Source: an optimization exercise on an open RTL-to-GDS flow (aim: small area, a short achievable clock period and few clock cycles). Production flows keep margins and buffers that such runs may drop.
The RTL was checked by simulation tests, not by an equivalence proof against the original design.

==> flow/design.v <==
package b58enc_pkg;
    localparam int MAX_BYTES_DEF   = 32;
    localparam int DIGIT_SLOTS_DEF = 45;
    localparam int OUT_LIMIT       = 45;
    localparam int RADIX   = 58;
    localparam int BYTE_W  = 8;
    localparam int DIGIT_W = 6;
    localparam int CHAR_W  = 7;
    localparam int CARRY_W = 9;
    localparam int SUM_W   = 14;
    localparam int LEFT_W  = $clog2(OUT_LIMIT + 1);
    localparam int RECIP_SHIFT = 20;
    localparam int RECIP_MUL   = (1 << RECIP_SHIFT) / RADIX;
    localparam int RECIP_W     = 15;
    localparam logic [RADIX*8-1:0] ALPHABET =
        "123456789ABCDEFGHJKLMNPQRSTUVWXYZabcdefghijkmnopqrstuvwxyz";
    localparam logic [CHAR_W-1:0] ONE_CHAR = 7'h31;
    function automatic logic [CHAR_W-1:0] b58_char(input logic [DIGIT_W-1:0] d);
        logic [DIGIT_W-1:0] k;
        logic [7:0]         c;
        k = (d >= DIGIT_W'(RADIX)) ? d - DIGIT_W'(RADIX) : d;
        c = ALPHABET[(RADIX - 1 - k) * 8 +: 8];
        b58_char = c[CHAR_W-1:0];
    endfunction
endpackage
module b58enc_divmod (
    input  logic [b58enc_pkg::SUM_W-1:0]   i_x,
    output logic [b58enc_pkg::CARRY_W-1:0] o_quot,
    output logic [b58enc_pkg::DIGIT_W-1:0] o_rem
);
    localparam int PW = b58enc_pkg::SUM_W + b58enc_pkg::RECIP_W;
    logic [PW-1:0]                    prod;
    logic [b58enc_pkg::CARRY_W-1:0]   q_est;
    logic [b58enc_pkg::SUM_W-1:0]     q_ext;
    logic [b58enc_pkg::SUM_W-1:0]     q_times;
    logic [b58enc_pkg::SUM_W-1:0]     rem_est;
    always_comb begin
        prod    = PW'(i_x) * PW'(b58enc_pkg::RECIP_MUL);
        q_est   = prod[b58enc_pkg::RECIP_SHIFT +: b58enc_pkg::CARRY_W];
        q_ext   = b58enc_pkg::SUM_W'(q_est);
        q_times = (q_ext << 6) - (q_ext << 3) + (q_ext << 1);
        rem_est = i_x - q_times;
        if (rem_est >= b58enc_pkg::SUM_W'(b58enc_pkg::RADIX)) begin
            o_quot = q_est + b58enc_pkg::CARRY_W'(1);
            o_rem  = b58enc_pkg::DIGIT_W'(rem_est - b58enc_pkg::SUM_W'(b58enc_pkg::RADIX));
        end else begin
            o_quot = q_est;
            o_rem  = b58enc_pkg::DIGIT_W'(rem_est);
        end
    end
endmodule
module b58enc_ram #(
    parameter int WIDTH = b58enc_pkg::DIGIT_W,
    parameter int DEPTH = b58enc_pkg::DIGIT_SLOTS_DEF
) (
    input  logic                     i_clk,
    input  logic                     i_we,
    input  logic [$clog2(DEPTH)-1:0] i_waddr,
    input  logic [WIDTH-1:0]         i_wdata,
    input  logic                     i_re,
    input  logic [$clog2(DEPTH)-1:0] i_raddr,
    output logic [WIDTH-1:0]         o_rdata
);
    logic [WIDTH-1:0] r_mem [DEPTH];
    logic [WIDTH-1:0] r_rdata;
    always_ff @(posedge i_clk) begin
        if (i_we) begin
            r_mem[i_waddr] <= i_wdata;
        end
        if (i_re) begin
            r_rdata <= r_mem[i_raddr];
        end
    end
    assign o_rdata = r_rdata;
endmodule
module base58_encoder_unit #(
    parameter int MAX_BYTES   = b58enc_pkg::MAX_BYTES_DEF,
    parameter int DIGIT_SLOTS = b58enc_pkg::DIGIT_SLOTS_DEF
) (
    input  logic                          i_clk,
    input  logic                          i_rst_n,
    input  logic                          i_in_valid,
    output logic                          o_in_ready,
    input  logic [b58enc_pkg::BYTE_W-1:0] i_in_data_byte,
    input  logic                          i_in_last_byte,
    output logic                          o_out_valid,
    input  logic                          i_out_ready,
    output logic [b58enc_pkg::CHAR_W-1:0] o_out_char,
    output logic                          o_out_last_char,
    output logic                          o_out_overflow
);
    localparam int AW   = $clog2(DIGIT_SLOTS);
    localparam int CW   = $clog2(DIGIT_SLOTS + 1);
    localparam int BW   = $clog2(MAX_BYTES + 1);
    localparam int TW0  = (BW > CW) ? BW : CW;
    localparam int TW   = ((TW0 > b58enc_pkg::LEFT_W) ? TW0 : b58enc_pkg::LEFT_W) + 1;
    localparam int DW   = b58enc_pkg::DIGIT_W;
    localparam int LW   = b58enc_pkg::LEFT_W;
    typedef enum logic [2:0] {
        S_IDLE, S_FOLD, S_SCAN0, S_SCAN, S_SETUP, S_ONES, S_DRD, S_DOUT
    } t_state;
    t_state                          r_state, n_state;
    logic [CW-1:0]                   r_idx, n_idx;
    logic [CW-1:0]                   r_cnt, n_cnt;
    logic [b58enc_pkg::CARRY_W-1:0]  r_carry, n_carry;
    logic [BW-1:0]                   r_zp, n_zp;
    logic [BW-1:0]                   r_bytes, n_bytes;
    logic [BW-1:0]                   r_ones, n_ones;
    logic [LW-1:0]                   r_left, n_left;
    logic                            r_inzp, n_inzp;
    logic                            r_ovf, n_ovf;
    logic                            r_last, n_last;
    logic                            r_out_valid, n_out_valid;
    logic [b58enc_pkg::CHAR_W-1:0]   r_out_char, n_out_char;
    logic                            r_out_last, n_out_last;
    logic                            r_out_ovf, n_out_ovf;
    logic                            mem_we;
    logic [AW-1:0]                   mem_waddr;
    logic [DW-1:0]                   mem_wdata;
    logic                            mem_re;
    logic [AW-1:0]                   mem_raddr;
    logic [DW-1:0]                   mem_rdata;
    logic [DW-1:0]                   fold_digit;
    logic [b58enc_pkg::SUM_W-1:0]    fold_sum;
    logic [b58enc_pkg::CARRY_W-1:0]  div_quot;
    logic [DW-1:0]                   div_rem;
    logic                            in_acc;
    logic                            out_free;
    logic                            fold_go;
    logic [CW-1:0]                   idx_next;
    logic [CW-1:0]                   idx_prev;
    logic [CW-1:0]                   idx_prev2;
    logic [TW-1:0]                   total;
    b58enc_ram #(
        .WIDTH (DW),
        .DEPTH (DIGIT_SLOTS)
    ) u_digits (
        .i_clk   (i_clk),
        .i_we    (mem_we),
        .i_waddr (mem_waddr),
        .i_wdata (mem_wdata),
        .i_re    (mem_re),
        .i_raddr (mem_raddr),
        .o_rdata (mem_rdata)
    );
    b58enc_divmod u_divmod (
        .i_x    (fold_sum),
        .o_quot (div_quot),
        .o_rem  (div_rem)
    );
    assign o_in_ready      = (r_state == S_IDLE);
    assign o_out_valid     = r_out_valid;
    assign o_out_char      = r_out_char;
    assign o_out_last_char = r_out_last;
    assign o_out_overflow  = r_out_ovf;
    always_comb begin
        in_acc    = i_in_valid && (r_state == S_IDLE);
        out_free  = !r_out_valid || i_out_ready;
        idx_next  = r_idx + CW'(1);
        idx_prev  = r_idx - CW'(1);
        idx_prev2 = r_idx - CW'(2);
        fold_digit = (r_idx < r_cnt) ? mem_rdata : '0;
        fold_sum   = b58enc_pkg::SUM_W'(r_carry) + b58enc_pkg::SUM_W'({fold_digit, 8'h00});
        fold_go    = ((r_carry != '0) || (r_idx < r_cnt)) && (r_idx < CW'(DIGIT_SLOTS));
        total      = TW'(r_zp) + TW'(r_idx);
        n_state     = r_state;
        n_idx       = r_idx;
        n_cnt       = r_cnt;
        n_carry     = r_carry;
        n_zp        = r_zp;
        n_bytes     = r_bytes;
        n_ones      = r_ones;
        n_left      = r_left;
        n_inzp      = r_inzp;
        n_ovf       = r_ovf;
        n_last      = r_last;
        n_out_valid = r_out_valid && !i_out_ready;
        n_out_char  = r_out_char;
        n_out_last  = r_out_last;
        n_out_ovf   = r_out_ovf;
        mem_we    = 1'b0;
        mem_waddr = r_idx[AW-1:0];
        mem_wdata = div_rem;
        mem_re    = 1'b0;
        mem_raddr = '0;
        unique case (r_state)
            S_IDLE: begin
                if (in_acc) begin
                    n_last = i_in_last_byte;
                    if (r_bytes >= BW'(MAX_BYTES)) begin
                        n_ovf = 1'b1;
                        if (i_in_last_byte) begin
                            n_state = S_SCAN0;
                        end
                    end else begin
                        n_bytes = r_bytes + BW'(1);
                        if (r_inzp && (i_in_data_byte == '0)) begin
                            n_zp = r_zp + BW'(1);
                            if (i_in_last_byte) begin
                                n_state = S_SCAN0;
                            end
                        end else begin
                            n_inzp  = 1'b0;
                            n_carry = b58enc_pkg::CARRY_W'(i_in_data_byte);
                            n_idx   = '0;
                            mem_re  = 1'b1;
                            n_state = S_FOLD;
                        end
                    end
                end
            end
            S_FOLD: begin
                if (fold_go) begin
                    mem_we  = 1'b1;
                    n_carry = div_quot;
                    n_idx   = idx_next;
                    if (idx_next < CW'(DIGIT_SLOTS)) begin
                        mem_re    = 1'b1;
                        mem_raddr = idx_next[AW-1:0];
                    end
                end else begin
                    if (r_carry != '0) begin
                        n_ovf = 1'b1;
                    end
                    n_cnt   = r_idx;
                    n_state = r_last ? S_SCAN0 : S_IDLE;
                end
            end
            S_SCAN0: begin
                if (r_cnt == '0) begin
                    n_idx   = '0;
                    n_state = S_SETUP;
                end else begin
                    mem_re    = 1'b1;
                    mem_raddr = AW'(r_cnt - CW'(1));
                    n_idx     = r_cnt;
                    n_state   = S_SCAN;
                end
            end
            S_SCAN: begin
                if (mem_rdata != '0) begin
                    n_state = S_SETUP;
                end else if (r_idx == CW'(1)) begin
                    n_idx   = '0;
                    n_state = S_SETUP;
                end else begin
                    n_idx     = idx_prev;
                    mem_re    = 1'b1;
                    mem_raddr = idx_prev2[AW-1:0];
                end
            end
            S_SETUP: begin
                if (total == '0) begin
                    n_zp    = '0;
                    n_bytes = '0;
                    n_cnt   = '0;
                    n_inzp  = 1'b1;
                    n_ovf   = 1'b0;
                    n_state = S_IDLE;
                end else begin
                    n_left  = (total > TW'(b58enc_pkg::OUT_LIMIT)) ?
                              LW'(b58enc_pkg::OUT_LIMIT) : LW'(total);
                    n_ones  = r_zp;
                    n_state = (r_zp == '0) ? S_DRD : S_ONES;
                end
            end
            S_ONES: begin
                if (out_free) begin
                    n_out_valid = 1'b1;
                    n_out_char  = b58enc_pkg::ONE_CHAR;
                    n_out_last  = (r_left == LW'(1));
                    n_out_ovf   = r_ovf;
                    n_left      = r_left - LW'(1);
                    n_ones      = r_ones - BW'(1);
                    if (r_left == LW'(1)) begin
                        n_zp    = '0;
                        n_bytes = '0;
                        n_cnt   = '0;
                        n_inzp  = 1'b1;
                        n_ovf   = 1'b0;
                        n_state = S_IDLE;
                    end else if (r_ones == BW'(1)) begin
                        n_state = S_DRD;
                    end
                end
            end
            S_DRD: begin
                mem_re    = 1'b1;
                mem_raddr = idx_prev[AW-1:0];
                n_state   = S_DOUT;
            end
            S_DOUT: begin
                if (out_free) begin
                    n_out_valid = 1'b1;
                    n_out_char  = b58enc_pkg::b58_char(mem_rdata);
                    n_out_last  = (r_left == LW'(1));
                    n_out_ovf   = r_ovf;
                    n_left      = r_left - LW'(1);
                    n_idx       = idx_prev;
                    if (r_left == LW'(1)) begin
                        n_zp    = '0;
                        n_bytes = '0;
                        n_cnt   = '0;
                        n_inzp  = 1'b1;
                        n_ovf   = 1'b0;
                        n_state = S_IDLE;
                    end else begin
                        n_state = S_DRD;
                    end
                end
            end
            default: begin
                n_state = S_IDLE;
            end
        endcase
    end
    always_ff @(posedge i_clk) begin
        if (!i_rst_n) begin
            r_state     <= S_IDLE;
            r_idx       <= '0;
            r_cnt       <= '0;
            r_zp        <= '0;
            r_bytes     <= '0;
            r_ones      <= '0;
            r_left      <= '0;
            r_inzp      <= 1'b1;
            r_ovf       <= 1'b0;
            r_last      <= 1'b0;
            r_out_valid <= 1'b0;
        end else begin
            r_state     <= n_state;
            r_idx       <= n_idx;
            r_cnt       <= n_cnt;
            r_zp        <= n_zp;
            r_bytes     <= n_bytes;
            r_ones      <= n_ones;
            r_left      <= n_left;
            r_inzp      <= n_inzp;
            r_ovf       <= n_ovf;
            r_last      <= n_last;
            r_out_valid <= n_out_valid;
            r_carry     <= n_carry;
            r_out_char  <= n_out_char;
            r_out_last  <= n_out_last;
            r_out_ovf   <= n_out_ovf;
        end
    end
endmodule
==> flow/run.sh <==
#!/bin/bash
# synth_recipe.tcl (not shown) runs the flow's synth.tcl, then flattens the netlist and writes it again
# the make line also repeats each setting of config.mk as NAME=value (left out here)
make -C /OpenROAD-flow-scripts/flow DESIGN_CONFIG=/design/flow/config.mk WORK_HOME=/design/flow/orfs CLKGATE_MAP_FILE= SYNTH_SCRIPT=/design/flow/synth_recipe.tcl finish
==> flow/config.mk <==
export PLATFORM = sky130hd
export DESIGN_NAME = base58_encoder_unit
export DESIGN_NICKNAME = base58_encoder_unit
export VERILOG_FILES = /design/flow/design.v
export SDC_FILE = /design/flow/constraint.sdc
export NUM_CORES = 4
export LEC_CHECK = 0
export CAP_MARGIN = 20
export CORE_MARGIN = 2
export CORE_UTILIZATION = 40
export SLEW_MARGIN = 20
==> flow/constraint.sdc <==
create_clock -name core_clock -period 12.0 [get_ports {i_clk}]
set_input_delay 2.4000 -clock core_clock [delete_from_list [all_inputs] [get_ports {i_clk}]]
set_output_delay 2.4000 -clock core_clock [all_outputs]
set_load 0.01 [all_outputs]
==> notes.md <==
==> final cells by class <==
class | instances | area (um^2)
well taps | 680 | 851
fillers | 4850 | 28200
inverters | 183 | 687
multi-input cells | 1452 | 10300
repair buffers | 64 | 582
clock buffers | 45 | 977
clock inverters | 19 | 203
flip-flops and latches | 337 | 9690
==> sequential cells by signal, indices dropped and copies added (netlist names), 3 cells and up <==
signal	cells
u_digits.r_mem	270
r_carry	9
r_out_char	7
r_bytes	6
r_cnt	6
r_idx	6
r_left	6
r_ones	6
r_zp	6
u_digits.r_rdata	6
r_state	3
==> metrics by stage <==
step           hold WS (ns)  utilization [%]  worst slack [ns]  instance area (um^2)
2_1_floorplan         0.408                -           0.00770                 20900
3_3_place_gp          0.412             42.8             0.480                 22000
3_5_place_dp          0.422             42.8             0.441                 22000
4_1_cts               0.436             45.1             0.329                 23200
5_1_grt               0.458             45.2          -0.00536                 23300
6_report              0.435             45.2             0.756                 23300
==> logic make-up (layout without fill, tap and decap cells) <==
family                   count (synthesis)  count (layout)  share of synthesized area, %
AO/OA/AOI/OAI                          394             394                          12.4
multiplexers                             5               5                         0.359
AND/OR/NAND/NOR                        753             753                          16.3
XOR/XNOR                                61              61                          2.55
adder cells (fa/ha/maj)                239             239                          16.8
flip-flops                             337             337                          46.3
buffers and inverters                  284             311                          5.18
==> metal layers <==
| metal | track usage [%] | wire, um | vias to the layer above |
|---|---|---|---|
| met5 | 0 | 9 | - |
| met3 | 2.56 | 2820 | 97 |
| li1 | - | - | 7357 |
| met4 | 6.73 | 1480 | 2 |
| met1 | 27.4 | 24000 | 7539 |
| met2 | 32.7 | 25200 | 407 |
==> path summary, 6_finish.rpt <==
kind | end | depth (start not counted) | startpoint
setup / recovery | u_digits.r_mem[43][5] | 46 | r_cnt[3]
hold / removal | r_out_ovf | 0 | r_ovf
setup reg to reg | u_digits.r_mem[43][5] | 46 | r_cnt[3]
hold reg to reg | r_out_ovf | 0 | r_ovf
==> timing repair <==
action	in CTS	in global routing
setup buffers	0	0
endpoints found under the setup margin	0	210
gates resized for setup	0	14
==> cell usage after synthesis, types with 11 or more instances <==
library cell / number
nand2_1: 328
edfxtp_1: 294
inv_1: 182
ha_1: 169
nor2_1: 150
nand3_1: 110
a21oi_1: 106
clkbuf_1: 82
fa_1: 70
o21ai_0: 60
dfxtp_1: 43
xnor2_1: 39
a31oi_1: 37
and3_1: 31
nand2b_1: 27
nor3_1: 24
xor2_1: 22
a211oi_1: 17
o211ai_1: 17
o22ai_1: 17
a22o_1: 15
a21o_1: 14
nand4_1: 14
and2_1: 12
a22oi_1: 11
a311oi_1: 11
==> worst max-delay path, delay by kind of cell, from the launching register on <==
kind / cells / cell delay, ns
buf+inv: 10 / 0.98
flops: 1 / 0.40
xor+xnor: 4 / 0.63
fa+ha+maj: 12 / 4.65
simple gates: 10 / 2.11
compound gates: 10 / 2.25
==> notes.md <==
- Cell mode on critical path: inv_1
- Num CTS Buffers: 38
- Syn nets: ~2300
- Area Growth Syn to Fin: 11.3%
- Post-synth EDFFs: 294
- Root buf cell: clkbuf_16
- Min cycle time layout: 11.24 ns
- Vias per std cell: around 5.5
- GRT Overall Usage: 20.0%
- Port Buffer Count: 23
- Fin Setup TNS: 0 ns
- Commonest non-fill, non-tap cells in the layout: nand2_1, edfxtp_1, inv_1
- Ports: 24
- Synthesized area: approximately 21000 um^2
- R2r setup slk: 0.76 ns
- Worst Setup Path Type: reg2reg
- Share of cells above drive strength 1: 6.14%
- Worst rel slew slack: 28.2%
- Core box area: 51500 um^2
- Critical-path top delay cell: fa_1
- Clk sinks: between 300 and 400
- N_diodes: 0
- Share of synthesized registers carrying an async set or reset: 0%
- DP HPWL: roughly 37 mm
- Setup violators final: 0
- Worst slew pin tran: about 1.1 ns
- Mapped Avg Cell Area: 10.1 um^2
- CTS tree: yes
- Top FF cell, synth: edfxtp_1
- Max Fanout on Critical Path: 45
- Core Rows: slightly above 80
- Post-synth top area cell: edfxtp_1
- Post-CTS Hold Fix Bufs: 0
- Die width: ~230 um
- Initial antenna violation count: 1
- Sequential area share after synthesis: 46.3%
- Cells after Synth: between 2000 and 2500
- Total of max-cap violations: 0
- Die height: 233 um
- Largest net degree at the start of global routing: 87
- Top-area cell type share of the netlist area: 42.2%
- Iter 0 DRT Violations: 1256
- Die footprint: roughly 54000 um^2
- Clock Path Buffers: 3
- Outcome: timing/DRC/antenna clean
- WP data arrival: roughly 12 ns
- Number of vias after detailed routing: 15402
- Ys Warns: 3
- Final #Nets: approximately 2300
- Worst Skew: 0.0185 ns
- CP Capture Type: flip-flop
- WL per Instance: between 15 and 20 um
- Seq cells post-synth: roughly 340
- Worst Hold Class: reg2reg
- TritonRoute pass-1 iters: 6
- First-pass GRT wire length: 84.1 mm
- CP peak stage delay: approximately 0.55 ns
- Initial core utilization: 40.6%
- Final period util: 93.7%
- Final Max Slew Viols: 0
- Top post-synthesis cells by area: edfxtp_1, ha_1, fa_1, nand2_1, dfxtp_1
- Fmax: 88.9 MHz
- Netlist cell types: 77
- Worst setup SP type: flip-flop
- Total Wirelength: 53.5 mm
- Clock Latency Late Sink: between 0.5 and 0.6 ns
- Grt total ovfl: 0
- Number of global-route vias before repair: 14896
- Drc violations: 0
- Placed instance count: 2716
- Most common cell after layout, fill and taps aside: nand2_1
- Antenna-violating nets left: 0
- Final Hold Fails: 0
- H-tree Lvls: 2
- Layout Cells excl Fill: roughly 2800
- Reg clk slew, reported paths: roughly 0.060 ns
- WP data required: 12.39 ns
- Routability Congestion: 0.883
Testbench counts, summed over its fixed seeds: cycles 95,882.

[port drivers added, routing unchanged]
In the flow no input, the clock included, has a driving cell. The finished layout below was timed again as built, in two steps.
Step 1: set_driving_cell puts a clkbuf_16 on i_clk and a buf_2 on each other input, an assumption about the parent block.
Step 2 times the ports against the registers' clock, not the clock port: input delays grow and output delays shrink by t, the midpoint of the rising clock arrivals with the driver on.
Slacks: ideal / step 1 / step 2; pairs: ideal / step 1.
t (ns): 0.617
slack for setup (ns): 0.756 / 0.756 / 0.756
hold WS [ns]: 0.435 / 0.435 / 0.435
worst register clock-pin slew, ns: 0.07 / 0.07
After both steps setup and hold are still met in this run. For this run, drivers alone change the setup slack by 0.000 ns; drivers and shift together by 0.000 ns.
